This is an optimization exercise on Yosys and OpenROAD, whose aim is small area, a short achievable clock period and few clock cycles per item, not a production implementation. Only simulation tests tie the RTL to the original design; equivalence was not proved.

--- flow/run.sh ---
#!/bin/bash
# Layout: the standard flow (standard synthesis, floorplan, placement, CTS, routing),
# unchanged except that the port buffers are sky130_fd_sc_hd__buf_4 instead of the cell
# buffer_ports picks by default. Every port still gets its own buffer.
# The full output of the flow goes to flow_standard.log; ORFS keeps each step's log under orfs/logs.
set -euo pipefail
bash standard.sh "BUFFER_PORTS_ARGS=-buffer_cell sky130_fd_sc_hd__buf_4" finish > flow_standard.log 2>&1
--- standard.sh ---
#!/bin/bash
# synth_recipe.tcl (not shown) runs the flow's synth.tcl, then flattens the netlist and writes it again
# the make line also repeats each setting of config.mk as NAME=value (left out here)
make -C /OpenROAD-flow-scripts/flow DESIGN_CONFIG=/design/flow/config.mk WORK_HOME=/design/flow/orfs CLKGATE_MAP_FILE= SYNTH_SCRIPT=/design/flow/synth_recipe.tcl "${@:-finish}"
--- config.mk ---
export PLATFORM = sky130hd
export DESIGN_NAME = siso_maxlog
export DESIGN_NICKNAME = siso_maxlog
export VERILOG_FILES = /design/flow/design.v
export SDC_FILE = /design/flow/constraint.sdc
export NUM_CORES = 4
export LEC_CHECK = 0
export CAP_MARGIN = 10
export CORE_MARGIN = 2
export CORE_UTILIZATION = 40
export CTS_CLUSTER_DIAMETER = 80
export CTS_CLUSTER_SIZE = 30
export SLEW_MARGIN = 10
--- constraint.sdc ---
create_clock -name core_clock -period 28.0 [get_ports {clk_p_i}]
set_input_delay 5.6000 -clock core_clock [delete_from_list [all_inputs] [get_ports {clk_p_i}]]
set_output_delay 5.6000 -clock core_clock [all_outputs]
set_load 0.01 [all_outputs]
--- design.v ---
module siso_maxlog #(
  parameter int W      = 8,
  parameter int AW     = 12,
  parameter int N      = 64,
  parameter int ADDR_W = $clog2(N)
) (
  input  logic                 clk_p_i,
  input  logic                 reset_n_i,
  input  logic                 in_valid_i,
  output logic                 in_ready_o,
  input  logic signed [W-1:0]  sys_i,
  input  logic signed [W-1:0]  par_i,
  input  logic signed [W-1:0]  apr_i,
  output logic                 out_valid_o,
  input  logic                 out_ready_i,
  output logic signed [W-1:0]  ext_o,
  output logic [ADDR_W-1:0]    out_idx_o,
  output logic                 out_last_o,
  output logic                 busy_o
);
  localparam int MW = 13;                       
  typedef logic signed [MW-1:0] m_t;           
  typedef logic signed [11:0]   d_t;           
  function automatic logic ge(input m_t a, input m_t b);
    m_t d;
    d  = a - b;
    ge = ~d[MW-1];
  endfunction
  function automatic m_t s8(input logic [7:0] v);   s8  = {{5{v[7]}}, v};  endfunction
  function automatic m_t s9(input logic [8:0] v);   s9  = {{4{v[8]}}, v};  endfunction
  function automatic m_t s10(input logic [9:0] v);  s10 = {{3{v[9]}}, v};  endfunction
  function automatic m_t s12(input logic [11:0] v); s12 = {v[11], v};      endfunction
  function automatic m_t mx(input m_t a, input m_t b);
    if (ge(a, b)) mx = a;
    else          mx = b;
  endfunction
  localparam int FW = 12;
  typedef logic signed [FW-1:0] f_t;
  function automatic f_t fmx(input f_t a, input f_t b);
    f_t d;
    d = a - b;
    if (!d[FW-1]) fmx = a;
    else          fmx = b;
  endfunction
  function automatic logic [4*FW-1:0] fwd(input logic [4*FW-1:0] a, input logic [8:0] l9, input logic [7:0] p8, input logic [9:0] lp10);
    f_t a0, a1, a2, a3, l, p, lp;
    a0 = a[0*FW +: FW]; a1 = a[1*FW +: FW]; a2 = a[2*FW +: FW]; a3 = a[3*FW +: FW];
    l  = {{3{l9[8]}}, l9};
    p  = {{4{p8[7]}}, p8};
    lp = {{2{lp10[9]}}, lp10};
    fwd[0*FW +: FW] = fmx(a0,      a1 + lp);
    fwd[1*FW +: FW] = fmx(a2 + l,  a3 + p);
    fwd[2*FW +: FW] = fmx(a0 + lp, a1);
    fwd[3*FW +: FW] = fmx(a2 + p,  a3 + l);
  endfunction
  function automatic logic [35:0] nrm(input logic [4*FW-1:0] a);
    f_t t1, t2, t3;
    t1 = a[1*FW +: FW] - a[0*FW +: FW];
    t2 = a[2*FW +: FW] - a[0*FW +: FW];
    t3 = a[3*FW +: FW] - a[0*FW +: FW];
    nrm = {t3, t2, t1};
  endfunction
  function automatic logic [4*FW-1:0] unnrm(input logic [35:0] d);
    unnrm = {d, {FW{1'b0}}};
  endfunction
  function automatic logic [32:0] pk(input logic [35:0] d);
    pk = {d[34:24], d[22:12], d[10:0]};
  endfunction
  function automatic logic [35:0] upk(input logic [32:0] v);
    upk = {v[32], v[32:22], v[21], v[21:11], v[10], v[10:0]};
  endfunction
  localparam logic [35:0] INIT_N = {12'hc00, 12'hc00, 12'hc00};    
  logic        in_rdy;
  logic        ir_v, sk_v;
  logic [23:0] ir_d;
  logic [16:0] ir_x, sk_d;          
  logic        f_take;             
  logic [16:0] f_d;                 
  logic        f_av;
  logic in_rdy_q;                  
  logic started;                   
  assign in_rdy_q   = started && !(ir_v && sk_v);
  assign in_ready_o = in_rdy;
  assign f_av = sk_v | ir_v;
  assign ir_x = {ir_d[15:8], {ir_d[7], ir_d[7:0]} + {ir_d[23], ir_d[23:16]}};    
  assign f_d  = sk_v ? sk_d : ir_x;
  logic ir_v_n, sk_v_n;
  always_comb begin
    sk_v_n = sk_v;
    if (sk_v) begin
      if (f_take) sk_v_n = ir_v;
    end else begin
      if (ir_v && !f_take) sk_v_n = 1'b1;
    end
    if (in_rdy_q) ir_v_n = in_valid_i;
    else        ir_v_n = ir_v && !(f_take && sk_v);    
  end
  always_ff @(posedge clk_p_i or negedge reset_n_i) begin
    if (!reset_n_i) begin
      in_rdy <= 1'b0;
      started <= 1'b0;
      ir_v   <= 1'b0;
      sk_v   <= 1'b0;
    end else begin
      ir_v   <= ir_v_n;
      sk_v   <= sk_v_n;
      in_rdy <= !(ir_v_n && sk_v_n);
      started <= 1'b1;
    end
  end
  always_ff @(posedge clk_p_i) begin
    if (in_rdy_q) ir_d <= {sys_i, par_i, apr_i};
    if ((sk_v && f_take) || (!sk_v && !f_take)) sk_d <= ir_x;
  end
  logic [16:0] ram0 [24];          
  logic [16:0] ram1 [24];          
  logic [16:0] ram2 [16];          
  logic [5:0]  ram_wa, ram_ra, ram_rb;
  logic [16:0] ram_qa, ram_qb;
  function automatic logic [1:0] bnk(input logic [2:0] ss);
    case (ss)
      3'd0, 3'd3, 3'd6: bnk = 2'd0;
      3'd1, 3'd4, 3'd7: bnk = 2'd1;
      default:          bnk = 2'd2;
    endcase
  endfunction
  function automatic logic [1:0] bhi(input logic [2:0] ss);
    case (ss)
      3'd0, 3'd1, 3'd2: bhi = 2'd0;
      3'd3, 3'd4, 3'd5: bhi = 2'd1;
      default:          bhi = 2'd2;
    endcase
  endfunction
  logic       pf, pb;              
  logic [5:0] fm;                  
  logic [5:0] kb;                  
  logic       b_act, pend;
  logic       b_issue, f_last, b_done;
  logic [2:0] used;                
  logic       pop;
  assign b_issue = b_act && (used != 3'd4);
  assign b_done  = b_issue && (kb == 6'd63);
  assign f_take  = f_av && !pend && (!b_act || (fm < kb) || ((fm == kb) && b_issue));
  assign f_last  = f_take && (fm == 6'd63);
  logic [5:0] kb_n;
  logic       pb_n, b_act_n, pend_n;
  always_comb begin
    kb_n    = kb;
    pb_n    = pb;
    b_act_n = b_act;
    pend_n  = pend;
    if (b_act) begin
      if (b_issue) kb_n = kb + 6'd1;
      if (b_done) begin
        pb_n = !pb;
        if (pend || f_last) pend_n  = 1'b0;
        else                b_act_n = 1'b0;
      end else if (f_last) begin
        pend_n = 1'b1;
      end
    end else if (pend || f_last) begin
      b_act_n = 1'b1;
      kb_n    = '0;
      pend_n  = 1'b0;
    end
  end
  always_ff @(posedge clk_p_i or negedge reset_n_i) begin
    if (!reset_n_i) begin
      pf    <= 1'b0;
      pb    <= 1'b0;
      fm    <= '0;
      kb    <= '0;
      b_act <= 1'b0;
      pend  <= 1'b0;
    end else begin
      if (f_take) begin
        fm <= fm + 6'd1;
        if (fm == 6'd63) pf <= !pf;
      end
      kb    <= kb_n;
      pb    <= pb_n;
      b_act <= b_act_n;
      pend  <= pend_n;
    end
  end
  logic [8:0]  f_lsa;
  logic [9:0]  f_lp;
  assign f_lsa = f_d[8:0];
  assign f_lp  = {f_lsa[8], f_lsa} + {{2{f_d[16]}}, f_d[16:9]};       
  assign ram_wa = pf ? ~fm : fm;
  logic [1:0] wbk, rbk_a, rbk_b;
  logic [4:0] wli, rli_a, rli_b, rl0, rl1, rl2;
  assign wbk   = bnk(ram_wa[5:3]);
  assign wli   = {bhi(ram_wa[5:3]), ram_wa[2:0]};
  always_ff @(posedge clk_p_i) begin
    if (f_take && wbk == 2'd0) ram0[wli] <= f_d;
    if (f_take && wbk == 2'd1) ram1[wli] <= f_d;
    if (f_take && wbk == 2'd2) ram2[wli[3:0]] <= f_d;
  end
  logic [16:0] rq0, rq1, rq2;
  logic [1:0]  rbk_a_r, rbk_b_r;
  logic [4:0]  rl0_r, rl1_r, rl2_r;
  assign rbk_a = bnk(ram_ra[5:3]);
  assign rbk_b = bnk(ram_rb[5:3]);
  assign rli_a = {bhi(ram_ra[5:3]), ram_ra[2:0]};
  assign rli_b = {bhi(ram_rb[5:3]), ram_rb[2:0]};
  assign rl0 = (rbk_b == 2'd0) ? rli_b : rli_a;
  assign rl1 = (rbk_b == 2'd1) ? rli_b : rli_a;
  assign rl2 = (rbk_b == 2'd2) ? rli_b : rli_a;
  always_ff @(posedge clk_p_i) begin
    rbk_a_r <= rbk_a;
    rbk_b_r <= rbk_b;
    rl0_r   <= rl0;
    rl1_r   <= rl1;
    rl2_r   <= rl2;
  end
  always_comb begin
    rq0 = '0; rq1 = '0; rq2 = '0;
    for (int i = 0; i < 24; i++) begin
      rq0 = rq0 | (ram0[i] & {17{rl0_r == 5'(i)}});
      rq1 = rq1 | (ram1[i] & {17{rl1_r == 5'(i)}});
    end
    for (int i = 0; i < 16; i++) rq2 = rq2 | (ram2[i] & {17{rl2_r[3:0] == 4'(i)}});
  end
  assign ram_qa = (rbk_a_r == 2'd0) ? rq0 : (rbk_a_r == 2'd1) ? rq1 : rq2;
  assign ram_qb = (rbk_b_r == 2'd0) ? rq0 : (rbk_b_r == 2'd1) ? rq1 : rq2;
  logic        f1_v, f1_p;
  logic [5:0]  f1_m;
  logic [8:0]  f1_lsa;
  logic [7:0]  f1_par;
  logic [9:0]  f1_lp;
  logic [4*FW-1:0] alpha1;
  logic [35:0] alpha1_n;
  always_ff @(posedge clk_p_i or negedge reset_n_i) begin
    if (!reset_n_i) f1_v <= 1'b0;
    else            f1_v <= f_take;
  end
  always_ff @(posedge clk_p_i) begin
    f1_m   <= fm;
    f1_p   <= pf;
    f1_lsa <= f_lsa;
    f1_par <= f_d[16:9];
    f1_lp  <= f_lp;
  end
  always_ff @(posedge clk_p_i) begin
    if (f1_v && f1_m != 6'd63)
      alpha1 <= fwd((f1_m == 6'd0) ? unnrm(INIT_N) : alpha1,
                    f1_lsa, f1_par, f1_lp);
  end
  assign alpha1_n = nrm(alpha1);
  logic [32:0] ck [6];
  logic [2:0]  ck_wa;
  logic        ck_we;
  assign ck_we = f1_v && (f1_m[2:0] == 3'd0) && (f1_m[5:3] != 3'd0) && (f1_m[5:3] != 3'd7);
  assign ck_wa = f1_p ? (3'd6 - f1_m[5:3]) : (f1_m[5:3] - 3'd1);
  always_ff @(posedge clk_p_i) begin
    if (ck_we) ck[ck_wa] <= pk(alpha1_n);
  end
  logic [32:0] ab [8];
  logic        ab_we;
  logic [2:0]  ab_wa;
  logic [32:0] ab_wd;
  logic [35:0] a2_n;
  assign a2_n = nrm(alpha2);
  logic [5:0] b_e;                 
  logic [2:0] b_c, b_j;            
  logic [2:0] ab_ra;
  assign b_e   = ~kb;
  assign b_c   = kb[2:0];
  assign b_j   = ~kb[5:3];
  logic [2:0] ab_ra_r;
  logic       kb0_r;
  always_ff @(posedge clk_p_i) begin
    ab_ra_r <= kb_n[3] ? ~kb_n[2:0] : kb_n[2:0];
    kb0_r   <= (kb_n == 6'd0);
  end
  assign ram_rb = pb_n ? kb_n : ~kb_n;
  logic [32:0] ab_q;
  logic [35:0] ab_u;
  logic        e1_r;                 
  always_ff @(posedge clk_p_i) e1_r <= (kb_n == 6'd62);
  always_comb begin
    ab_q = '0;
    for (int i = 0; i < 8; i++) ab_q = ab_q | (ab[i] & {33{ab_ra_r == 3'(i)}});
    ab_u = upk(ab_q);
    if (e1_r) begin
      ab_u[35:34] = {ab_q[32], ab_q[32]} - 2'd1;
      ab_u[11:10] = {ab_q[10], ab_q[10]} - 2'd1;
    end
  end
  logic        b1_v, b1_first;
  logic [8:0]  b1_lsa;
  logic [7:0]  b1_par;
  logic [9:0]  b1_lp;
  logic [35:0] b1_al;
  always_ff @(posedge clk_p_i or negedge reset_n_i) begin
    if (!reset_n_i) b1_v <= 1'b0;
    else            b1_v <= b_issue;
  end
  always_ff @(posedge clk_p_i) begin
    b1_first <= kb0_r;
    b1_lsa   <= ram_qb[8:0];
    b1_par   <= ram_qb[16:9];
    b1_lp    <= {ram_qb[8], ram_qb[8:0]} + {{2{ram_qb[16]}}, ram_qb[16:9]};
    b1_al    <= kb0_r ? alpha1_n : ab_u;
  end
  logic [4*FW-1:0] alpha2;
  logic [8:0]  ra_lsa;
  logic [7:0]  ra_par;
  logic [9:0]  ra_lp;
  logic [5:0]  ra_el;
  logic        ra_p;
  logic [35:0] ld_val;
  logic [2:0]  ld_ck;              
  logic        ld_p;
  logic [2:0] nb_c, nb_j;
  assign nb_c = kb_n[2:0];
  assign nb_j = ~kb_n[5:3];
  always_comb begin
    ra_el = {nb_j - 3'd1, 3'd0} + {3'd0, nb_c} + 6'd1;
    ra_p  = pb_n;
    ld_ck = nb_j - 3'd2;
    ld_p  = pb_n;
    if (!b_act_n || (nb_c == 3'd7)) begin
      if (!b_act_n || nb_j == 3'd0) begin
        ra_el = 6'd48;
        ra_p  = b_act_n ? !pb_n : pb_n;
        ld_ck = 3'd6;
        ld_p  = b_act_n ? !pb_n : pb_n;
      end else begin
        ra_el = {nb_j - 3'd2, 3'd0};
      end
    end
  end
  assign ram_ra = ra_p ? ~ra_el : ra_el;
  logic [2:0] ld_slot_r;
  logic       ld_init_r;
  always_ff @(posedge clk_p_i) begin
    ld_slot_r <= ld_p ? (3'd6 - ld_ck) : (ld_ck - 3'd1);
    ld_init_r <= (ld_ck == 3'd0);
  end
  logic [32:0] ck_q;
  always_comb begin
    ck_q = '0;
    for (int i = 0; i < 6; i++) ck_q = ck_q | (ck[i] & {33{ld_slot_r == 3'(i)}});
  end
  assign ld_val  = ld_init_r ? INIT_N : upk(ck_q);
  logic a2_upd;
  assign a2_upd = !b_act || b_issue;
  always_ff @(posedge clk_p_i) begin
    if (a2_upd) begin
      ra_lsa <= ram_qa[8:0];
      ra_par <= ram_qa[16:9];
      ra_lp  <= {ram_qa[8], ram_qa[8:0]} + {{2{ram_qa[16]}}, ram_qa[16:9]};
      if (!b_act || b_c == 3'd7) alpha2 <= unnrm(ld_val);
      else alpha2 <= fwd(alpha2, ra_lsa, ra_par, ra_lp);
    end
  end
  logic f1_abw;
  assign f1_abw = f1_v && (f1_m[5:3] == 3'd7) && (f1_m[2:0] != 3'd7);
  always_comb begin
    if (f1_abw) begin
      ab_we = 1'b1;
      ab_wa = ~f1_m[2:0];
      ab_wd = pk(alpha1_n);
    end else begin
      ab_we = b_issue && (b_j != 3'd0);
      ab_wa = b_j[0] ? b_c : ~b_c;           
      ab_wd = pk(a2_n);
      if (b_j == 3'd1 && b_c == 3'd1) begin    
        ab_wd[32] = !a2_n[34];
        ab_wd[10] = !a2_n[10];
      end
    end
  end
  always_ff @(posedge clk_p_i) begin
    if (ab_we) ab[ab_wa] <= ab_wd;
  end
  logic [4*MW-1:0] beta;
  m_t bi0, bi1, bi2, bi3, gl, gp, glp;
  m_t bg00, bg01, bg10, bg11, bg20, bg21, bg30, bg31;
  m_t a1, a2, a3;
  m_t c00, c01, c10, c11, c20, c21, c30, c31;
  logic        b2_v;
  logic [8:0]  b2_lsa;
  m_t p1a, p1b, p0a, p0b;
  always_comb begin
    bi0 = b1_first ? '0 : beta[0*MW +: MW];
    bi1 = b1_first ? '0 : beta[1*MW +: MW];
    bi2 = b1_first ? '0 : beta[2*MW +: MW];
    bi3 = b1_first ? '0 : beta[3*MW +: MW];
    gl  = s9(b1_lsa);
    gp  = s8(b1_par);
    glp = s10(b1_lp);
    bg00 = bi0;        bg01 = bi2 + glp;
    bg10 = bi2;        bg11 = bi0 + glp;
    bg20 = bi3 + gp;   bg21 = bi1 + gl;
    bg30 = bi1 + gp;   bg31 = bi3 + gl;
    a1 = s12(b1_al[11:0]);
    a2 = s12(b1_al[23:12]);
    a3 = s12(b1_al[35:24]);
    c00 = bg00;        c01 = bg01;
    c10 = a1 + bg10;   c11 = a1 + bg11;
    c20 = a2 + bg20;   c21 = a2 + bg21;
    c30 = a3 + bg30;   c31 = a3 + bg31;
  end
  always_ff @(posedge clk_p_i) begin
    if (b1_v) beta <= {mx(bg30, bg31), mx(bg20, bg21), mx(bg10, bg11), mx(bg00, bg01)};
  end
  always_ff @(posedge clk_p_i or negedge reset_n_i) begin
    if (!reset_n_i) b2_v <= 1'b0;
    else            b2_v <= b1_v;
  end
  always_ff @(posedge clk_p_i) begin
    b2_lsa <= b1_lsa;
    p1a    <= mx(c01, c11);
    p1b    <= mx(c21, c31);
    p0a    <= mx(c00, c10);
    p0b    <= mx(c20, c30);
  end
  m_t   m1, m0, x;
  logic [7:0] r_ext;
  always_comb begin
    m1 = mx(p1a, p1b);
    m0 = mx(p0a, p0b);
    x  = m1 - m0 - s9(b2_lsa);
    if (!x[MW-1] && (x[MW-2:7] != '0))     r_ext = 8'h7f;
    else if (x[MW-1] && (x[MW-2:7] != '1)) r_ext = 8'h80;
    else                                   r_ext = x[7:0];
  end
  logic        ov;                 
  logic        ov_i;               
  logic [7:0]  oh;                 
  logic [5:0]  oidx;               
  logic        olast;
  logic [7:0]  q [3];
  logic [1:0]  q_rp, q_wp, q_n;
  logic [7:0]  r_ent;
  logic        head_free;
  assign r_ent = r_ext;
  assign pop   = ov_i && out_ready_i;
  assign head_free = !ov_i || out_ready_i;
  always_ff @(posedge clk_p_i or negedge reset_n_i) begin
    if (!reset_n_i) begin
      ov   <= 1'b0;
      ov_i <= 1'b0;
      q_rp <= '0;
      q_wp <= '0;
      q_n  <= '0;
      used <= '0;
    end else begin
      ov_i <= !head_free || (q_n != 2'd0) || b2_v;
      if (b_issue && !pop)      used <= used + 3'd1;
      else if (!b_issue && pop) used <= used - 3'd1;
      if (head_free) begin
        if (q_n != 2'd0) begin
          ov   <= 1'b1;
          q_rp <= (q_rp == 2'd2) ? 2'd0 : q_rp + 2'd1;
          if (b2_v) q_wp <= (q_wp == 2'd2) ? 2'd0 : q_wp + 2'd1;
          else      q_n  <= q_n - 2'd1;
        end else begin
          ov <= b2_v;
        end
      end else if (b2_v) begin
        q_wp <= (q_wp == 2'd2) ? 2'd0 : q_wp + 2'd1;
        q_n  <= q_n + 2'd1;
      end
    end
  end
  always_ff @(posedge clk_p_i) begin
    if (head_free) oh <= (q_n != 2'd0) ? q[q_rp] : r_ent;
    if (b2_v) q[q_wp] <= r_ent;           
  end
  assign out_valid_o = ov;
  assign ext_o       = oh;
  assign out_idx_o   = oidx;
  assign out_last_o  = olast;
  always_ff @(posedge clk_p_i or negedge reset_n_i) begin
    if (!reset_n_i) begin
      oidx  <= 6'd63;
      olast <= 1'b0;
    end else if (pop) begin
      oidx  <= oidx - 6'd1;
      olast <= (oidx == 6'd1);
    end
  end
  logic [5:0] in_cnt;
  logic [7:0] owed;
  logic       bsy;
  logic       acc;
  logic [5:0] in_cnt_n;
  logic [7:0] owed_n;
  assign acc = in_valid_i && in_rdy_q;
  always_comb begin
    in_cnt_n = in_cnt + {5'd0, acc};
    owed_n   = owed;
    if (acc && in_cnt == 6'd63) owed_n = pop ? owed + 8'd63 : owed + 8'd64;
    else if (pop)               owed_n = owed - 8'd1;
  end
  always_ff @(posedge clk_p_i or negedge reset_n_i) begin
    if (!reset_n_i) begin
      in_cnt <= '0;
      owed   <= '0;
      bsy    <= 1'b0;
    end else begin
      in_cnt <= in_cnt_n;
      owed   <= owed_n;
      bsy    <= (acc ? (in_cnt != 6'd63) : (in_cnt != 6'd0)) ||
                (acc && in_cnt == 6'd63) || (pop ? (owed != 8'd1) : (owed != 8'd0));
    end
  end
  assign busy_o = bsy;
endmodule
==> results of run 1 <==
logic make-up after synthesis:
family	after synthesis	synth area share, %
AOI/OAI and AO/OA	1765	12.7
xor gates and xnor gates	438	4.05
DFF	2040	61.0
other	1	0.00387
adders and majority gates	663	8.92
buffers and inverters	635	2.51
muxes	362	4.21
and+or+nand+nor	1359	6.63
final timing paths:
| kind | to | cells after the start |
|---|---|---|
| max | in_ready_o | 1 |
| min | b2_lsa[0] | 0 |
| max reg2reg | p0b[0] | 24 |
| min reg2reg | b2_lsa[0] | 0 |
| max in group asynchronous | b1_v | 2 |
| min in group asynchronous | q_rp[0] | 1 |
flip-flops by register name, summed over array words and instances (netlist names), 13 cells and up:
register and cells:
ram0 408, ram1 408, ram2 272, ab 264, ck 198, beta 52, alpha1 48, alpha2 48
b1_al 36, ir_d 24, q 24, sk_d 17, p0a 13, p0b 13, p1a 13, p1b 13
per-stage QoR:
stage | hold slack [ps] | cell area (sq um)
after floorplan | 329 | 97000
after global routing | 408 | 106000
after global placement | 413 | 102000
after detailed placement | 415 | 102000
final | 409 | 106000
after CTS | 415 | 106000
cells in the mapped netlist, drive strengths merged (112+ instances only):
cell type	number
nor2	502
a21o	130
o21ai	201
inv	411
a21oi	368
xnor2	307
dfxtp	186
clkbuf	182
xor2	129
mux2	177
a221oi	112
nand2	261
ha	615
edfxtp	1798
mux2i	169
a22oi	456
area by class of cell:
type,count,share of cell area (%)
tap,3185,3.75
clock inverter,65,1.02
multi-input combinational,4588,33.7
antenna,3,0.00706
clock buffer,125,2.60
timing repair buffer,260,1.84
sequential,2040,55.6
inverter,416,1.47
routing by layer:
| layer | vias up | share of wire (%) |
|---|---|---|
| li1 | 27900 | - |
| met1 | 31000 | 42 |
| met4 | 8 | 2.7 |
| met2 | 2314 | 47 |
| met3 | 359 | 7.9 |
| met5 | - | 0.022 |
==> notes.md, run 1 <==
The run finished with no timing, DRC or antenna violations. The wire length of the first global-routing pass came out at between 400 and 500 mm. The maximum fanout along the worst path is 1. The sequential cell area is 59100 sq um. The initial antenna violation count was 17. The number of gates resized after CTS is 0.

The average vias per placed instance came out at just under 6. The via count of the first global-routing pass was between 50000 and 60000.

The routability congestion estimate from global placement is 0.894. Setup total negative slack on the finished layout was measured at 0 ps. The worst pin sits at a relative slew slack of around 17%. The synthesized instance count is a little over 7000. By area the synthesized netlist is led by edfxtp_1 56%, ha_1 7.9%, dfxtp_1 3.8%, a22oi_1 3.5%, xnor2_1 2.7%. The floorplan die area came out at ~250000 sq um.

The worst hold path belongs to the class flip-flop to flip-flop. In the final layout, the multi-input gates occupy approximately 36000 sq um. The number of placed cells counting well taps came out at approximately 10000. The share of the synthesized area in the top cell type is about 56%. The top cell types in the final layout, fill and taps aside, are 1798 x edfxtp_1, 615 x ha_1, 456 x a22oi_1, 441 x nor2_1, 408 x inv_1. For this design, the CTS-stage hold fixing added 0 buffers. The met2 demand-to-capacity share in global routing is a little under two fifths. The synthesized area per cell came out at 13.3 sq um. The buffering stage count on the worst path with inverters included is 1. The number of I/O port buffers is 45. The async set-or-reset flop fraction in the synthesized netlist came out at under 10%. The post-placement setup slack came out at 20280 ps. The final count of negative-setup-slack endpoints came out at 0. The final number of max-transition violations was 0. The final clock skew is slightly above 100 ps. The CTS clock-pin slew for the worst setup and hold paths is roughly 110 ps.

The post-route core utilization came out at 44.2%. The most common cell after layout, fill and taps aside is edfxtp_1. Data arrives at the worst endpoint at ~1700 ps.

In this run the number of H-tree levels came out at 3. The critical path goes through buf_4. The total congestion overflow after global routing came out at 0. In this run, synthesis produced a sequential element count of 2040.

Among all flip-flop cells after synthesis, the most frequent one is edfxtp_1. Buffers added to address setup during post-CTS repair amount to 0. STA classifies the critical path endpoint as an output port. The layer flagged by global routing as most heavily used is met2. The proportion of layout cells with a drive suffix above 1 came out at between 10% and 20%. The final critical-path setup slack came out at around 21000 ps. The family of cells with the greatest summed delay on the critical path is flip-flops. Synthesis produced a netlist with a net count of 7953. The vias after detailed routing is a little over 60000. For this run, the number of Yosys warnings is 1. The tree is rooted in a clkbuf_16. The sequential share of the synthesized area came out at about three fifths. On the worst path, the slowest cell contributes a delay of between 500 and 600 ps.

The critical path launch point type is a flip-flop. Clock latency on the worst-skew pair, taken at its later pin, is slightly below 900 ps. The number of maximum-capacitance violations came out at 0. TritonCTS built the clock tree.

From synthesis to final layout, the design area changed by 9.66%. The routing usage on met1 came out at approximately 31%. The required time reported for the critical path endpoint came out at approximately 22000 ps. For the finished layout, the period the worst path requires is roughly 7200 ps. The maximum clock frequency came out at between 100 and 150 MHz. The final period utilization is 25.9%. In this run the count of I/O pins placed on the die edge is 46. The placement row count is 180. The die is just under 500 microns wide. The worst reg-to-reg setup slack came out at around 21000 ps. The netlist uses roughly 110 different library cells. The most critical setup path has its startpoint at in_rdy. The wire-length estimate of the detail-placed layout is about 190 mm. Among all stages on the critical path, the largest delay is contributed by dfrtp_1. The routed design has ~280 mm of wire. The number of remaining DRC errors is 0. In this run the critical register-to-register path is launched from b1_first.

The final net count is just over 8000. For the pin with the worst max-slew slack, the measured transition is 1230 ps. The starting density of the core is 40.3%. The synthesized area is slightly below 100000 sq um.

The worst hold path begins at b1_lsa[0]. The maximum count of clock buffers along a single path is 3. The count of flip-flops with a built-in enable after synthesis came out at ~1800. The number of hold violations in the final report came out at 0. The total global routing track utilization came out at 22.6%. The first detailed-routing pass took 6 iterations. Counting every sink on the clock net gives 2040. The layout has roughly 21000 filler cells.

Clock tree synthesis inserted a total of between 100 and 150 buffers. In the final routed layout, each cell accounts on average for 26.6 microns. After the first detailed-routing iteration, the DRC count stood at ~6400. Setup repair after global routing left no endpoint under its margin. The final cell count without fillers came out at around 11000. edfxtp_1 takes more of the synthesized area than any other cell. The worst setup path is of the flip-flop to output port kind. The die span in y is 496 microns. The total area inside the core boundary comes to around 240000 sq um.

The maximum number of pins on one net before global-route repair is 67. The met3 demand-to-capacity share in global routing is 3.30%. Once detail routing completed, the nets flagged for antenna violations numbered 0.
Testbench counts, summed over its fixed seeds: cycles 8,736, items 8,192.
==> inputs of run 2 (changes only) <==
--- a/design.v
+++ b/design.v
@@ -473,15 +473,15 @@
   end
   assign out_valid_o = ov;
   assign ext_o       = oh;
-  assign out_idx_o   = oidx;
+  assign out_idx_o   = ~oidx;
   assign out_last_o  = olast;
   always_ff @(posedge clk_p_i or negedge reset_n_i) begin
     if (!reset_n_i) begin
-      oidx  <= 6'd63;
+      oidx  <= 6'd0;
       olast <= 1'b0;
     end else if (pop) begin
-      oidx  <= oidx - 6'd1;
-      olast <= (oidx == 6'd1);
+      oidx  <= oidx + 6'd1;
+      olast <= (oidx == 6'd62);
     end
   end
   logic [5:0] in_cnt;
--- a/config.mk
+++ b/config.mk
@@ -5,9 +5,9 @@
 export SDC_FILE = /design/flow/constraint.sdc
 export NUM_CORES = 4
 export LEC_CHECK = 0
-export CAP_MARGIN = 10
+export CAP_MARGIN = 20
 export CORE_MARGIN = 2
 export CORE_UTILIZATION = 40
 export CTS_CLUSTER_DIAMETER = 80
 export CTS_CLUSTER_SIZE = 30
-export SLEW_MARGIN = 10
+export SLEW_MARGIN = 20
==> notes.md, run 2 <==
The share of the synthesized area in the top cell type came out at 55.4% (-0.27 points). The total congestion overflow after global routing is 0 (unchanged). The post-layout minimum cycle time is 7150 ps (-102 ps). The total negative setup slack is 0 ps (unchanged). The number of warnings reported in the yosys synthesis log is 1 (unchanged).

The clock latency reported for the late side of the worst-skew pair was 810 ps (-70 ps). The count of flip-flops with a built-in enable after synthesis came out at 1798 (unchanged). The final cell area excluding filler cells is 107000 sq um (+0.69%). The cell taking the most area after synthesis is edfxtp_1. The maximum count of clock buffers along a single path came to 3 (unchanged). The detailed placement HPWL was 194 mm (+1.8%).

The count of pins on the block boundary came out at 46 (unchanged). The async set-or-reset flop fraction in the synthesized netlist came to 2.75% (unchanged). The most frequently used cell type in the post-synthesis netlist is edfxtp_1. The run finished with no timing, DRC or antenna violations. The wire length of the first global-routing pass came out at 417 mm (+2.0%). The worst hold-check slack is 477 ps (+67.8 ps).

The final routed wire length divided by cell count came out at 27.0 microns (+1.7%). In the synthesized netlist the dominant register cell turns out to be edfxtp_1. The routability congestion estimate from global placement was 0.917 (+2.6%). The net count after synthesis is 7990 (+0.47%). The H-tree depth is 3 (unchanged). The measured slew at the worst slew-check pin is 1060 ps (-168 ps). The maximum number of pins on one net before global-route repair was 67 (unchanged). The synthesized instance count is 7300 (+0.51%). The synthesized area per cell came to 13.3 sq um (about the same).

The number of sinks driven by the clock tree came out at 2040 (unchanged). The remaining antenna violation count after routing is 0 (unchanged). The maximum clock frequency came out at 140 MHz (+1.4%). The first-pass iteration count of the detailed router is 6 (unchanged).

The horizontal extent of the die is 498 microns (+0.24%). The number of gates resized after CTS came out at 0 (unchanged). The commonest cells after synthesis are 1798 x edfxtp_1, 615 x ha_1, 501 x nor2_1, 454 x a22oi_1, 391 x inv_1. The type of element capturing the critical path is a flip-flop. The final wirelength was 290 mm (+2.2%). The proportion of layout cells with a drive suffix above 1 is 10.7% (+0.17 points). The number of distinct library cells after synthesis was 94 (-14%). The post-placement cell area is 103000 sq um (+0.49%). In this run the critical register-to-register path is launched from b1_first.

In the post-synthesis netlist, the biggest area contributors are edfxtp_1 55%, ha_1 7.9%, dfxtp_1 3.8%, a22oi_1 3.5%, xnor2_1 2.5%. The number of maximum-capacitance violations is 0 (unchanged). The placement row count is 181 (+0.56%). The final clock skew is 49.7 ps (-53.7 ps). Setup repair after global routing left no endpoint under its margin. The vias after detailed routing came out at 62700 (+1.8%). The number of storage elements in the synthesis netlist is 2040 (unchanged). The critical path launch point type is a primary input. The die span in y came out at 498 microns (+0.24%).

The number of hold violations in the final report is 0 (unchanged). The average vias per placed instance came out at 5.84 (+1.3%). The synthesized area is 97400 sq um (+0.49%). The initial antenna violation count is 19 (+2). The final count of negative-setup-slack endpoints came to 0 (unchanged). Clock tree synthesis selected as its root buffer the cell clkbuf_16. The number of I/O port buffers is 45 (unchanged). The top cell types in the final layout, fill and taps aside, are 1798 x edfxtp_1, 615 x ha_1, 454 x a22oi_1, 441 x nor2_1, 389 x inv_1.

The startpoint identified for the worst hold timing path is owed[5]. The TritonCTS clock tree is built. The min-delay analysis places its worst path in the category flip-flop to flip-flop. The library cell used most frequently in the layout, excluding fill and tap cells, is edfxtp_1. The sequential share of the synthesized area came out at 60.7% (-0.30 points). The placeable core region came out at 243000 sq um (+0.84%).

The final number of max-transition violations is 0 (unchanged). The via count of the first global-routing pass is 61000 (+1.9%). The area growth from synthesis to final layout is 9.89%. The number of remaining DRC errors is 0 (unchanged). The initial DRC count is 6587 (+2.1%). The number of buffers inserted during clock tree synthesis came out at 108 (+1.9%). The maximum fanout along the worst path is 11 (+10). The total global routing track utilization is 22.8% (+0.21 points).

The setup path with the least slack is of type primary input to flip-flop. The count of hold-fix buffers inserted at cts is 0 (unchanged). The start point of the critical path is out_ready_i. The CTS clock-pin slew for the worst setup and hold paths is 100 ps (about the same). The worst endpoint data arrival time came out at 7840 ps (+6190 ps). The required time reported for the critical path endpoint came out at 28690 ps (+6290 ps). The starting density of the core is 40.1% (-0.14 points). The final net count came to 8130 (+0.35%). The number of filler instances in the final layout is 21600 (+1.1%).

The floorplan die area is 248000 sq um (+0.48%). The final period utilization came out at 25.5% (-0.37 points). The headroom to the max-slew limit is 28.7% (+11 points). The number of buffers inserted by post-CTS setup repair is 0 (unchanged).
[run 2: cell count changes in the layout (fill, tap and decap cells not counted), moves of 12 or more]
cell      delta
a21o_1      -28
a221o_1     -15
inv_1       -19
mux2_2      -14
mux4_2      +22
nand3_1     +28
nor3_1      +24
o211ai_1    +15
o21ai_0     +16
o21bai_1    -14
o31ai_1     +12
xnor2_1     -27
[run 2: worst paths after layout]
path	endpoint	slack, ps	cells past startpoint
max	used[1]	20850	7
min in group asynchronous	oidx[5]	4940	1
min	owed[5]	480	1
max reg2reg	p1b[5]	21530	25
max in group asynchronous	b1_v	22310	1
min reg2reg	owed[5]	480	1
[run 2: kinds of logic after synthesis]
group,share of synthesized area [%]
multiplexers,4.31
flip-flops,60.7
AND/OR/NAND/NOR,7.03
AO/OA/AOI/OAI,12.8
buffers and inverters,2.42
other,0.00385
adder cells (fa/ha/maj),8.87
XOR/XNOR,3.91
[run 2: stage by stage]
| step | utilization (%) | setup WS [ps] | cells |
|---|---|---|---|
| after floorplan | - | 21040 | 7300 |
| after global placement | 42.4 | 19990 | 10500 |
| after detailed placement | 42.4 | 19990 | 10500 |
| after CTS | 44.1 | 20860 | 10700 |
| after global routing | 44.1 | 20820 | 10700 |
| final | 44.1 | 20850 | 10700 |
[run 2: layout make-up]
type                    count  area, sq um  share of cell area [%]
flip-flops and latches   2040        59100                    55.2
multi-input cells        4643        36500                    34.1
well taps                3202         4010                    3.74
clock buffers             125         2850                    2.66
repair buffers            253         1920                    1.79
inverters                 394         1480                    1.38
clock inverters            70         1200                    1.12
diodes                      6         15.0                  0.0140
[run 2: worst max-delay path, stage by stage]
cell and delay, ps:
buf_4 80, and2_1 600, clkinv_1 470, ha_1 340, inv_1 70, fa_1 400, mux2_2 260
[run 2: routing by layer]
metal	part of all wire (%)	vias to the layer above	GRT usage [%]
met2	48	2370	38.2
met5	0.0041	-	0
met3	7.2	367	2.91
li1	-	28300	-
met4	3.0	2	6.82
met1	42	31700	31.0
Testbench counts of run 2, summed over its fixed seeds: cycles 8,736, items 8,192.
==> inputs of run 3 (changes only) <==
--- a/design.v
+++ b/design.v
@@ -439,6 +439,9 @@
   logic        head_free;
   assign r_ent = r_ext;
   assign pop   = ov_i && out_ready_i;
+  logic [2:0] used_p, used_np;
+  assign used_np = b_issue ? used + 3'd1 : used;
+  assign used_p  = b_issue ? used : used - 3'd1;
   assign head_free = !ov_i || out_ready_i;
   always_ff @(posedge clk_p_i or negedge reset_n_i) begin
     if (!reset_n_i) begin
@@ -450,8 +453,7 @@
       used <= '0;
     end else begin
       ov_i <= !head_free || (q_n != 2'd0) || b2_v;
-      if (b_issue && !pop)      used <= used + 3'd1;
-      else if (!b_issue && pop) used <= used - 3'd1;
+      used <= (out_ready_i && ov_i) ? used_p : used_np;      
       if (head_free) begin
         if (q_n != 2'd0) begin
           ov   <= 1'b1;
==> flow/run.sh (replaced) <==
#!/bin/bash
# Layout: the standard flow (standard synthesis, floorplan, placement, CTS, routing) with two
# changes to how cells are chosen and placed; neither changes the design, its registers, its
# clock tree rules or its constraints.
# * The port buffers are sky130_fd_sc_hd__buf_4 instead of the cell buffer_ports picks by default.
#   Every port still gets its own buffer.
# * Before detailed placement, flow/pre_dp.tcl moves each output port's buffer next to the cell
#   that drives it; detailed placement then legalizes as usual.
# The full output of the flow goes to flow_standard.log; ORFS keeps each step's log under orfs/logs.
set -euo pipefail
bash standard.sh "BUFFER_PORTS_ARGS=-buffer_cell sky130_fd_sc_hd__buf_4" \
  "PRE_DETAIL_PLACE_TCL=$PWD/flow/pre_dp.tcl" finish > flow_standard.log 2>&1
==> flow/pre_dp.tcl (new file) <==
# Runs before detailed placement (ORFS PRE_DETAIL_PLACE_TCL hook). Each output port has its own
# buffer; place that buffer next to the cell that drives it, so that the strong port buffer,
# rather than the driving register, drives the wire to the pin. Detailed placement then
# legalizes the cells as usual.
set block [ord::get_db_block]
foreach bterm [$block getBTerms] {
  if {[$bterm getIoType] != "OUTPUT"} { continue }
  set pnet [$bterm getNet]
  if {$pnet == "NULL"} { continue }
  foreach it [$pnet getITerms] {
    if {![$it isOutputSignal]} { continue }
    set buf [$it getInst]
    foreach bi [$buf getITerms] {
      if {![$bi isInputSignal]} { continue }
      set n2 [$bi getNet]
      if {$n2 == "NULL"} { continue }
      foreach it2 [$n2 getITerms] {
        if {![$it2 isOutputSignal]} { continue }
        set drv [$it2 getInst]
        set loc [$drv getLocation]
        puts "pre_dp: [$buf getName] to [$drv getName] at $loc"
        $buf setLocation [lindex $loc 0] [lindex $loc 1]
      }
    }
  }
}
==> notes.md, run 3 <==
The wire length of the first global-routing pass was 411 mm (-1.5%). The capturing point of the worst reg2reg path is p0b[0]. The headroom to the max-slew limit is 20.0% (-8.6 points).

The remaining antenna violation count after routing came out at 0 (unchanged). The async set-or-reset flop fraction in the synthesized netlist is 2.75% (unchanged). The average vias per placed instance is 5.76 (-1.4%). The synthesized area per cell was 13.4 sq um (+0.26%). The proportion of layout cells with a drive suffix above 1 was 10.0% (-0.63 points).

The critical path is of the flip-flop to output port type. The worst setup path is launched from a flip-flop. The count of flip-flops with a built-in enable after synthesis is 1798 (unchanged).

The worst reg-to-reg setup slack came to 21550 ps (+20 ps). The area growth from synthesis to layout is 9.28%. By count the netlist is led by 1798 x edfxtp_1, 614 x ha_1, 478 x nor2_1, 474 x a22oi_1, 416 x inv_1. The number of remaining DRC errors came out at 0 (unchanged). The maximum fanout along the worst path came out at 5 (-6). In the layout the commonest cells are 1798 x edfxtp_1, 614 x ha_1, 474 x a22oi_1, 414 x inv_1, 412 x nor2_1. The synthesized instance count is 7245 (-0.75%). The final clock skew is 73.3 ps (+23.6 ps). The routability congestion estimate from global placement came out at 0.896 (-2.3%). The maximum clock frequency came out at 140 MHz (+0.29%). The via count of the first global-routing pass came to 59700 (-2.2%). The cell taking the most area after synthesis is edfxtp_1. The placeable core region came to 241000 sq um (-0.83%). After synthesis, the cell types taking the most area are edfxtp_1 56%, ha_1 7.9%, dfxtp_1 3.8%, a22oi_1 3.7%, xnor2_1 2.8%.

The detailed placement HPWL came out at 190 mm (-2.0%). The post-placement cell area was 102000 sq um (-0.59%). The final net count came out at 8053 (-0.95%). The sequential share of the synthesized area is 61.0% (+0.30 points).

The net count after synthesis is 7934 (-0.70%). The leading register cell type out of synthesis is edfxtp_1. The critical path starts at oidx[2].

The maximum number of pins on one net before global-route repair is 68 (+1.5%). The CTS clock-pin slew for the worst setup and hold paths is 100 ps (about the same). The number of hold violations in the final report is 0 (unchanged). The vias after detailed routing came out at 61200 (-2.3%).

The cell count of the worst reg-to-reg path is 25 (unchanged). The horizontal extent of the die came to 496 microns (-0.25%). The launch point of the worst reg-to-reg path is b1_first. The count of pins on the block boundary is 46 (unchanged).

The initial antenna violation count came out at 10 (-9). The number of I/O port buffers was 45 (unchanged). The number of warnings reported in the yosys synthesis log was 1 (unchanged). The final cell area excluding filler cells is 106000 sq um (-1.0%).

The total congestion overflow after global routing is 0 (unchanged). The final wirelength is 285 mm (-1.6%). Setup repair after global routing left no endpoint under its margin. The clock latency reported for the late side of the worst-skew pair was 840 ps (+30 ps). Among all cell types in the netlist, the one instantiated most often is edfxtp_1. The share of the synthesized area in the top cell type is 55.7% (+0.28 points).

The first-pass iteration count of the detailed router is 8 (+2). The starting density of the core was 40.3% (+0.13 points). The H-tree depth was 3 (unchanged). The number of placed cells counting well taps came to 10400 (-0.80%). The worst setup path is captured at an output port.

The number of sinks driven by the clock tree came out at 2040 (unchanged). The number of gates resized after CTS is 0 (unchanged). The required time reported for the critical path endpoint is 22400 ps (-6290 ps). TritonCTS built the clock tree. The final cell count without fillers came out at 10600 (-0.99%).

The placement row count came out at 180 (-0.55%). The final period utilization came to 25.4% (-0.074 points). The number of filler instances in the final layout came out at 21700 (+0.24%).

The floorplan die area was 246000 sq um (-0.50%). The final count of negative-setup-slack endpoints is 0 (unchanged). The synthesized area came to 96900 sq um (-0.50%). The tree is rooted in a clkbuf_16. The number of buffers inserted by post-CTS setup repair came to 0 (unchanged).

The number of distinct library cells after synthesis came out at 98 (+4.3%). The final number of max-transition violations is 0 (unchanged). The number of maximum-capacitance violations is 0 (unchanged). The die span in y came out at 496 microns (-0.25%). The number of buffers inserted during clock tree synthesis is 100 (-7.4%). The total negative setup slack is 0 ps (unchanged). The measured slew at the worst slew-check pin came out at 1190 ps (+130 ps). The final routed wire length divided by cell count is 26.9 microns (-0.66%).

The flow ran to the end and the layout has no timing, DRC or antenna violations. The initial DRC count is 6218 (-5.6%). The total global routing track utilization came out at 22.7% (-0.11 points).

The number of storage elements in the synthesis netlist is 2040 (unchanged). The most common cell after layout, fill and taps aside is edfxtp_1. The worst hold path belongs to the class flip-flop to flip-flop.

The post-layout minimum cycle time came out at 7130 ps (-20.6 ps). The maximum count of clock buffers along a single path came out at 3 (unchanged). The worst hold-check slack was 443 ps (-34.0 ps). The count of hold-fix buffers inserted at cts came out at 0 (unchanged). The worst setup path endpoint is out_idx_o[2]. The worst endpoint data arrival time is 1530 ps (-6310 ps).
run 3: area by class of cell:
cell class                      count  area, sq um  share of cell area [%]
Tap cell                         3185         3990                    3.76
Multi-Input combinational cell   4558        35800                    33.8
Clock buffer                      114         2560                    2.42
Sequential cell                  2040        59100                    55.8
Antenna cell                        3         7.51                 0.00709
Timing Repair Buffer              246         1870                    1.76
Clock inverter                     63          977                   0.922
Inverter                          418         1570                    1.48
run 3: worst max-delay path, cell delays in order, from the launching register on:
cell and delay (ps):
dfrtp_1 450, inv_1 80, buf_4 180
run 3: cell families after synthesis:
family / Yosys count / share of synthesized area (%)
buffers and inverters: 647 / 2.55
AO/OA/AOI/OAI: 1737 / 12.5
XOR/XNOR: 439 / 4.01
multiplexers: 350 / 4.22
flip-flops: 2040 / 61.0
other: 1 / 0.00387
AND/OR/NAND/NOR: 1368 / 6.77
adder cells (fa/ha/maj): 663 / 8.92
run 3: per-layer routing:
layer	GRT usage, %	part of all wire [%]
met5	0	0.0046
met4	7.35	3.5
met3	3.36	7.1
met2	37.5	47
met1	30.7	42
run 3: stage by stage:
| step | setup WS (ps) | utilization, % |
|---|---|---|
| 2_1_floorplan | 21160 | - |
| 3_3_place_gp | 20320 | 42.5 |
| 3_5_place_dp | 20420 | 42.5 |
| 4_1_cts | 20810 | 44.0 |
| 5_1_grt | 20800 | 44.0 |
| 6_report | 20870 | 44.0 |
run 3: worst min path at each step:
| stage | start | cells after the start | to |
|---|---|---|---|
| after floorplan | kb0_r | 0 | b1_first |
| after global placement | ir_d[11] | 0 | sk_d[12] |
| after detailed placement | b1_lsa[0] | 0 | b2_lsa[0] |
| after CTS | b1_lsa[4] | 0 | b2_lsa[4] |
| after global routing | b1_lsa[5] | 0 | b2_lsa[5] |
| final | b1_lsa[0] | 0 | b2_lsa[0] |
Testbench counts of run 3, summed over its fixed seeds: cycles 8,736, items 8,192.
==> inputs of run 4 (changes only) <==
--- a/design.v
+++ b/design.v
@@ -475,15 +475,15 @@
   end
   assign out_valid_o = ov;
   assign ext_o       = oh;
-  assign out_idx_o   = ~oidx;
+  assign out_idx_o   = oidx;
   assign out_last_o  = olast;
-  always_ff @(posedge clk_p_i or negedge reset_n_i) begin
-    if (!reset_n_i) begin
-      oidx  <= 6'd0;
-      olast <= 1'b0;
+  always_ff @(posedge clk_p_i) begin
+    if (used == 3'd0) begin
+      oidx  <= b_act ? ~kb : 6'd63;
+      olast <= b_act && (kb == 6'd63);
     end else if (pop) begin
-      oidx  <= oidx + 6'd1;
-      olast <= (oidx == 6'd62);
+      oidx  <= oidx - 6'd1;
+      olast <= (oidx == 6'd1);
     end
   end
   logic [5:0] in_cnt;
--- a/config.mk
+++ b/config.mk
@@ -7,7 +7,7 @@
 export LEC_CHECK = 0
 export CAP_MARGIN = 20
 export CORE_MARGIN = 2
-export CORE_UTILIZATION = 40
+export CORE_UTILIZATION = 55
 export CTS_CLUSTER_DIAMETER = 80
 export CTS_CLUSTER_SIZE = 30
 export SLEW_MARGIN = 20
==> notes.md, run 4 <==
The routability congestion estimate from global placement came to 0.891 (-0.48%). The placeable core region came out at 176000 sq um (-27%). The total congestion overflow after global routing came out at 0 (unchanged). The total met3 wirelength after detailed routing was 17.9 mm (-12%).

In this run the top signal layer used is met5. The final routed wire length divided by cell count is 29.2 microns (+8.7%). Ranked by total cell area, the synthesized netlist is headed by edfxtp_1 56%, ha_1 7.9%, dfxtp_1 3.8%, a22oi_1 3.7%, xnor2_1 2.7%.

The number of buffers inserted by post-CTS setup repair is 0 (unchanged). The total negative setup slack came to 0 ps (unchanged). The proportion of layout cells with a drive suffix above 1 was 11.0% (+0.99 points). CTS placed an instance of clkbuf_16 at the clock tree root. Traced cell by cell, the critical path runs through buf_4. The vias after detailed routing is 61600 (+0.59%). The final count of negative-setup-slack endpoints came out at 0 (unchanged).

The via count of the first global-routing pass is 60400 (+1.2%). The fraction of the mapped netlist area in adder cells is 8.89% (-0.027 points).

Leaving out fill and tap cells, the most frequent cells in the layout are 1805 x edfxtp_1, 614 x ha_1, 473 x a22oi_1, 416 x inv_1, 413 x nor2_1. The worst setup path is launched from a flip-flop. The total global routing track utilization came out at 31.9% (+9.1 points). The post-layout minimum cycle time is 7060 ps (-64.8 ps). The count of flip-flops with a built-in enable after synthesis came out at 1805 (+0.39%). The multiplexer share of the synthesized area came to 4.24% (+0.018 points). The maximum number of pins on one net before global-route repair came out at 68 (unchanged). The starting density of the core is 55.3% (+15 points). The flow ran to the end and the layout has no timing, DRC or antenna violations. The post-route core utilization came out at 60.3% (+16 points).

The path class of the tightest hold or removal check is flip-flop to flip-flop. The number of sinks driven by the clock tree is 2040 (unchanged). The number of I/O port buffers came out at 45 (unchanged). The synthesized instance count came out at 7274 (+0.40%). The largest family of logic cells by synthesized area is compound AO/OA/AOI/OAI gates. For this design, the slowest cell found on the critical path is edfxtp_1. Sorting the synthesized cells by how often they occur yields 1805 x edfxtp_1, 614 x ha_1, 477 x nor2_1, 473 x a22oi_1, 419 x inv_1.

The CTS clock-pin slew for the worst setup and hold paths came out at 100 ps (about the same). The post-synthesis share of cell area spent on xor and xnor gates is 4.00% (-0.016 points). The H-tree depth came to 3 (unchanged). The number of hold violations in the final report came out at 0 (unchanged). The worst setup path is captured at an output port.

The most used flip-flop cell after synthesis is edfxtp_1. The buffering stage count on the worst path with inverters included came out at 1 (-1). The net count after synthesis is 7963 (+0.37%). The detailed placement HPWL is 193 mm (+1.8%).

Setup repair after global routing left no endpoint under its margin. The number of remaining DRC errors came out at 0 (unchanged). The critical path class is flip-flop to output port. The worst reg-to-reg setup slack is 21220 ps (-330 ps).

The synthesized area came out at 97100 sq um (+0.19%). The final number of max-transition violations was 0 (unchanged).

The number of warnings reported in the yosys synthesis log is 1 (unchanged). The final clock skew came to 69.2 ps (-4.15 ps). The cell taking the most area after synthesis is edfxtp_1. The share of the synthesized area in the top cell type is 55.8% (+0.11 points).

The hold path depth came out at 0 (unchanged). The required time reported for the critical path endpoint came out at 22400 ps (about the same). The biggest cell delay along the critical path came to 470 ps (+20 ps).

The placement row count came out at 154 (-14%). The maximum fanout along the worst path is 4 (-1). The remaining antenna violation count after routing came out at 0 (unchanged).

Leaving out fill and tap cells, the most frequent cell in the layout is edfxtp_1. The initial antenna violation count is 8 (-2). The maximum count of clock buffers along a single path came out at 3 (unchanged). The number of gates resized after CTS is 0 (unchanged).

The clock latency reported for the late side of the worst-skew pair came out at 830 ps (about the same). The maximum clock frequency came to 142 MHz (+0.92%). The post-placement setup slack is 20730 ps (+313 ps). The worst endpoint data arrival time came out at 1460 ps (-70 ps). The average vias per placed instance is 6.24 (+8.3%).

The die span in y came out at 424 microns (-15%). The number of maximum-capacitance violations came out at 0 (unchanged). The final net count is 8120 (+0.83%). The number of buffers inserted during clock tree synthesis came out at 112 (+12%). The worst register-to-register path ends at p1b[0]. The measured slew at the worst slew-check pin came out at 1270 ps (+74.3 ps). TritonCTS built the clock tree. The final critical-path setup slack is 20940 ps (+64.8 ps).

The number of storage elements in the synthesis netlist was 2040 (unchanged). The wire length of the first global-routing pass came out at 417 mm (+1.4%). The cell count of the worst reg-to-reg path came to 24 (-4.0%).

The worst register-to-register path begins at b1_first. The final wirelength is 288 mm (+0.98%). The synthesized area per cell came to 13.4 sq um (-0.21%). The floorplan die area came to 180000 sq um (-27%). The worst hold path begins at b1_lsa[0]. The share of synthesized cell area in and, or, nand and nor gates came out at 6.78% (+0.013 points). The horizontal extent of the die came out at 424 microns (-15%). The family of cells with the greatest summed delay on the critical path is flip-flops. The async set-or-reset flop fraction in the synthesized netlist came out at 2.40% (-0.34 points). The sequential share of the synthesized area was 60.9% (-0.077 points).

The post-synthesis compound-gate area fraction came out at 12.6% (+0.058 points). The number of distinct library cells after synthesis came out at 98 (unchanged). The count of hold-fix buffers inserted at cts was 0 (unchanged).

The worst hold endpoint is b2_lsa[0]. The initial DRC count is 6527 (+5.0%). The final period utilization is 25.2% (-0.23 points). The total length of routed met2 wires came out at 142 mm (+5.3%). The headroom to the max-slew limit came to 15.7% (-4.4 points). By instance count, the leading cell after synthesis is edfxtp_1. The count of pins on the block boundary is 46 (unchanged). The wire length on met1 was 117 mm (-2.4%). The first-pass iteration count of the detailed router came out at 6 (-2).

Compared with the post-synthesis result, the final layout area differs by 9.07%.
[run 4: cell type report]
cell class              instances  area [sq um]
clock buffers                 119          2860
repair buffers                276          2080
multi-input cells            4579         36000
clock inverters                88          1290
well taps                    2340          2930
flip-flops and latches       2040         59200
fillers                     13800         69800
diodes                          8          20.0
inverters                     422          1580
[run 4: metrics by stage]
stage	std cells	hold WS [ps]	instance area [sq um]
after global placement	9655	410	102000
after detailed placement	9655	420	102000
final	9872	437	106000
after floorplan	7274	329	97100
after CTS	9862	441	106000
after global routing	9865	446	106000
[run 4: worst max path at each step]
stage                      startpoint           end  depth (start not counted)
final                         oidx[4]  out_idx_o[4]                          1
after global routing          oidx[3]  out_idx_o[3]                          1
after CTS                     oidx[2]  out_idx_o[2]                          1
after detailed placement  out_ready_i       owed[5]                          7
after global placement    out_ready_i       used[2]                          8
after floorplan           out_ready_i       used[2]                          7
[run 4: cell families after synthesis]
kind of cell               after synthesis
DFF                                   2040
AOI/OAI and AO/OA                     1748
and+or+nand+nor                       1386
adders and majority gates              662
buffers and inverters                  655
xor gates and xnor gates               428
muxes                                  354
other                                    1
[run 4: per-layer routing]
| metal | GRT usage, % | vias up |
|---|---|---|
| met5 | 0 | - |
| met4 | 10.8 | 2 |
| met3 | 3.73 | 466 |
| met2 | 54.3 | 2189 |
| met1 | 42.5 | 30900 |
| li1 | - | 28000 |
Testbench counts of run 4, summed over its fixed seeds: cycles 8,736, items 8,192.
==> inputs of run 5 (changes only) <==
--- a/config.mk
+++ b/config.mk
@@ -7,7 +7,7 @@
 export LEC_CHECK = 0
 export CAP_MARGIN = 20
 export CORE_MARGIN = 2
-export CORE_UTILIZATION = 55
+export CORE_UTILIZATION = 40
 export CTS_CLUSTER_DIAMETER = 80
 export CTS_CLUSTER_SIZE = 30
 export SLEW_MARGIN = 20
==> notes.md, run 5 <==
The flow ran to the end and the layout has no timing, DRC or antenna violations. The final count of negative-setup-slack endpoints is 0 (unchanged). The starting density of the core came to 40.3% (-15 points). By startpoint and endpoint, the worst setup path is classified as flip-flop to output port. The cell family contributing the most delay on the critical path is flip-flops.

The net count after synthesis is 7963 (unchanged). After synthesis, the most frequently instantiated cells are 1805 x edfxtp_1, 614 x ha_1, 477 x nor2_1, 473 x a22oi_1, 419 x inv_1. The proportion of layout cells with a drive suffix above 1 is 10.5% (-0.57 points). The final wirelength is 287 mm (-0.53%). The H-tree depth was 3 (unchanged).

The CTS clock-pin slew for the worst setup and hold paths came out at 100 ps (about the same). The synthesized instance count came out at 7274 (unchanged). edfxtp_1 takes more of the synthesized area than any other cell. The count of pins on the block boundary came to 46 (unchanged). STA classifies the critical path endpoint as an output port.

The buffering stage count on the worst path with inverters included came to 1 (unchanged). The total met3 wirelength after detailed routing came out at 20.4 mm (+14%). Among all flip-flop cells after synthesis, the most frequent one is edfxtp_1. The count of flip-flops with a built-in enable after synthesis came out at 1805 (unchanged). The async set-or-reset flop fraction in the synthesized netlist is 2.40% (unchanged). The TritonCTS clock tree is built. The maximum count of clock buffers along a single path came out at 3 (unchanged). The number of buffers inserted during clock tree synthesis is 102 (-8.9%). The share of the synthesized area in the top cell type is 55.8% (unchanged). The total global routing track utilization is 22.8% (-9.0 points). The placeable core region came to 241000 sq um (+37%). The headroom to the max-slew limit came out at 22.9% (+7.3 points). The synthesized area is 97100 sq um (unchanged). The clock latency reported for the late side of the worst-skew pair came out at 820 ps (about the same). The placement row count is 180 (+17%). The number of storage elements in the synthesis netlist is 2040 (unchanged). The synthesized area per cell came out at 13.4 sq um (unchanged). The detailed placement HPWL came out at 191 mm (-1.3%). The via count of the first global-routing pass came to 61000 (+1.0%).

The worst setup path is launched from a flip-flop. The most common cell after layout, fill and taps aside is edfxtp_1. The number of sinks driven by the clock tree is 2040 (unchanged). The count of hold-fix buffers inserted at cts is 0 (unchanged). By area, the combinational part of the netlist is dominated by compound AO/OA/AOI/OAI gates.

The number of gates resized after CTS is 0 (unchanged). The total length of routed met2 wires is 138 mm (-2.9%). The final period utilization was 25.2% (about the same). The remaining antenna violation count after routing was 0 (unchanged). By instance count, the leading cell after synthesis is edfxtp_1. The slowest stage of the critical path is the edfxtp_1 cell. The highest metal layer carrying signal wires in the routed design is met4.

The number of remaining DRC errors is 0 (unchanged). The final number of max-transition violations was 0 (unchanged). In the layout the commonest cells are 1805 x edfxtp_1, 614 x ha_1, 473 x a22oi_1, 416 x inv_1, 413 x nor2_1. The number of I/O port buffers is 45 (unchanged). The die span in y came out at 497 microns (+17%). Ranked by total cell area, the synthesized netlist is headed by edfxtp_1 56%, ha_1 7.9%, dfxtp_1 3.8%, a22oi_1 3.7%, xnor2_1 2.7%.

The biggest cell delay along the critical path is 470 ps (about the same). The horizontal extent of the die came to 497 microns (+17%). The root cell of the clock tree is clkbuf_16. The initial antenna violation count is 6 (-2). The routability congestion estimate from global placement came to 0.869 (-2.5%). The total congestion overflow after global routing is 0 (unchanged). The wire length on met1 came out at 119 mm (+1.4%). The maximum fanout along the worst path came out at 4 (unchanged). Setup repair after global routing left no endpoint under its margin.

The multiplexer share of the synthesized area came to 4.24% (unchanged). The final net count is 8089 (-0.38%). The measured slew at the worst slew-check pin is 1150 ps (-113 ps). The post-synthesis share of cell area spent on xor and xnor gates is 4.00% (unchanged). The worst endpoint data arrival time was 1470 ps (about the same). The average vias per placed instance came to 5.78 (-7.4%). The wire length of the first global-routing pass came out at 414 mm (-0.62%). The signal on the critical path passes through buf_4. The number of maximum-capacitance violations was 0 (unchanged). The number of distinct library cells after synthesis came to 98 (unchanged). The final routed wire length divided by cell count is 26.9 microns (-8.0%). The floorplan die area is 247000 sq um (+37%). The number of placed cells counting well taps came out at 10500 (+8.5%).

The maximum number of pins on one net before global-route repair came out at 67 (-1.5%). The area growth from synthesis to final layout is 9.50%. The post-synthesis compound-gate area fraction came to 12.6% (unchanged). The share of synthesized cell area in and, or, nand and nor gates came out at 6.78% (unchanged). The tightest min-delay check is of the flip-flop to flip-flop type. The first-pass iteration count of the detailed router came out at 6 (unchanged). The number of hold violations in the final report came to 0 (unchanged).

The maximum clock frequency came to 142 MHz (about the same). The total negative setup slack is 0 ps (unchanged). The post-layout minimum cycle time came out at 7070 ps (+4.70 ps).

The sequential share of the synthesized area came out at 60.9% (unchanged). The final clock skew came out at 74.7 ps (+5.53 ps). The fraction of the mapped netlist area in adder cells is 8.89% (unchanged).

The vias after detailed routing came out at 61700 (+0.099%). The required time reported for the critical path endpoint is 22400 ps (about the same). The number of buffers inserted by post-CTS setup repair came to 0 (unchanged).

The initial DRC count is 5864 (-10%). The number of warnings reported in the yosys synthesis log was 1 (unchanged). The final cell count without fillers came out at 10700 (+8.1%).
run 5: cell count changes in the layout (fill, tap and decap cells not counted), moves of 5 or more:
cell       change
buf_4         -21
clkbuf_1      +11
clkbuf_16     -10
inv_8         -10
clkinv_8       -8
nor2_2         +8
nor2_4         -8
diode_2        -6
clkinv_4       +5
xnor2_1        -5
xnor2_2        +5
run 5: logic make-up after synthesis:
| kind of cell | after synthesis |
|---|---|
| compound gates | 1748 |
| xor+xnor | 428 |
| fa+ha+maj | 662 |
| buf+inv | 655 |
| flops | 2040 |
| mux | 354 |
| other cells | 1 |
| simple gates | 1386 |
run 5: routing by layer:
layer | vias to the layer above | track usage [%]
li1 | 27900 | -
met2 | 2246 | 38.5
met1 | 31100 | 30.3
met4 | 0 | 6.90
met5 | - | 0
met3 | 372 | 3.36
run 5: final cells by class:
cell class,instances,area [sq um]
Fill cell,21600,135000
Sequential cell,2040,59200
Multi-Input combinational cell,4579,36000
Tap cell,3185,3990
Clock buffer,119,2640
Timing Repair Buffer,255,1910
Inverter,422,1580
Clock inverter,67,1060
Antenna cell,2,5.00
run 5: stage by stage:
stage,area (sq um),setup slack (ps),utilization (%),hold slack [ps]
after floorplan,97100,21000,-,329
after global placement,103000,20250,42.6,423
after detailed placement,103000,20270,42.6,423
after CTS,106000,20870,44.1,391
after global routing,106000,20590,44.1,408
final,106000,20930,44.1,412
run 5: path summary, 6_finish.rpt:
| kind | endpoint | cells past startpoint | start | slack (ps) |
|---|---|---|---|---|
| max | out_idx_o[3] | 1 | oidx[3] | 20930 |
| min | b2_lsa[4] | 0 | b1_lsa[4] | 410 |
| max reg2reg | p1a[0] | 21 | b1_first | 21180 |
| min reg2reg | b2_lsa[4] | 0 | b1_lsa[4] | 410 |
| max in group asynchronous | started | 1 | reset_n_i | 22520 |
| min in group asynchronous | ov_i | 1 | reset_n_i | 4850 |

==> what the ideal ports hide <==
Ports are ideal in the flow. The routed layouts listed here were re-timed in OpenROAD. Step 1 sets driving cells, clkbuf_16 on the clock port and buf_2 on the other inputs (assumed; they add their load-dependent delay and slew). Step 2 adds t to the input delays and takes it off the output delays; t is the mean of the earliest and latest rising clock arrival at the registers after step 1. Input paths then give back, and output paths get back, about the clock's delay inside the block. Three values: ideal, step 1, step 2; two values: the first two.
| run | t (ns) | setup WS [ns] | hold slack, ns |
|---|---|---|---|
| run 1 | 0.917 | 20.751 / 20.661 / 20.228 | 0.409 / 0.409 / 0.409 |
| run 2 | 0.880 | 20.854 / 20.848 / 20.033 | 0.477 / 0.477 / 0.477 |
| run 3 | 0.887 | 20.874 / 20.784 / 20.415 | 0.443 / 0.443 / 0.443 |
| run 4 | 0.879 | 20.939 / 20.854 / 20.735 | 0.437 / 0.437 / 0.437 |
| run 5 | 0.873 | 20.934 / 20.844 / 20.274 | 0.412 / 0.412 / 0.412 |
After both steps setup and hold are still met in every run listed. The setup slack of run 2, which loses most, moves by -0.006 ns with the drivers and by -0.821 ns with both steps.
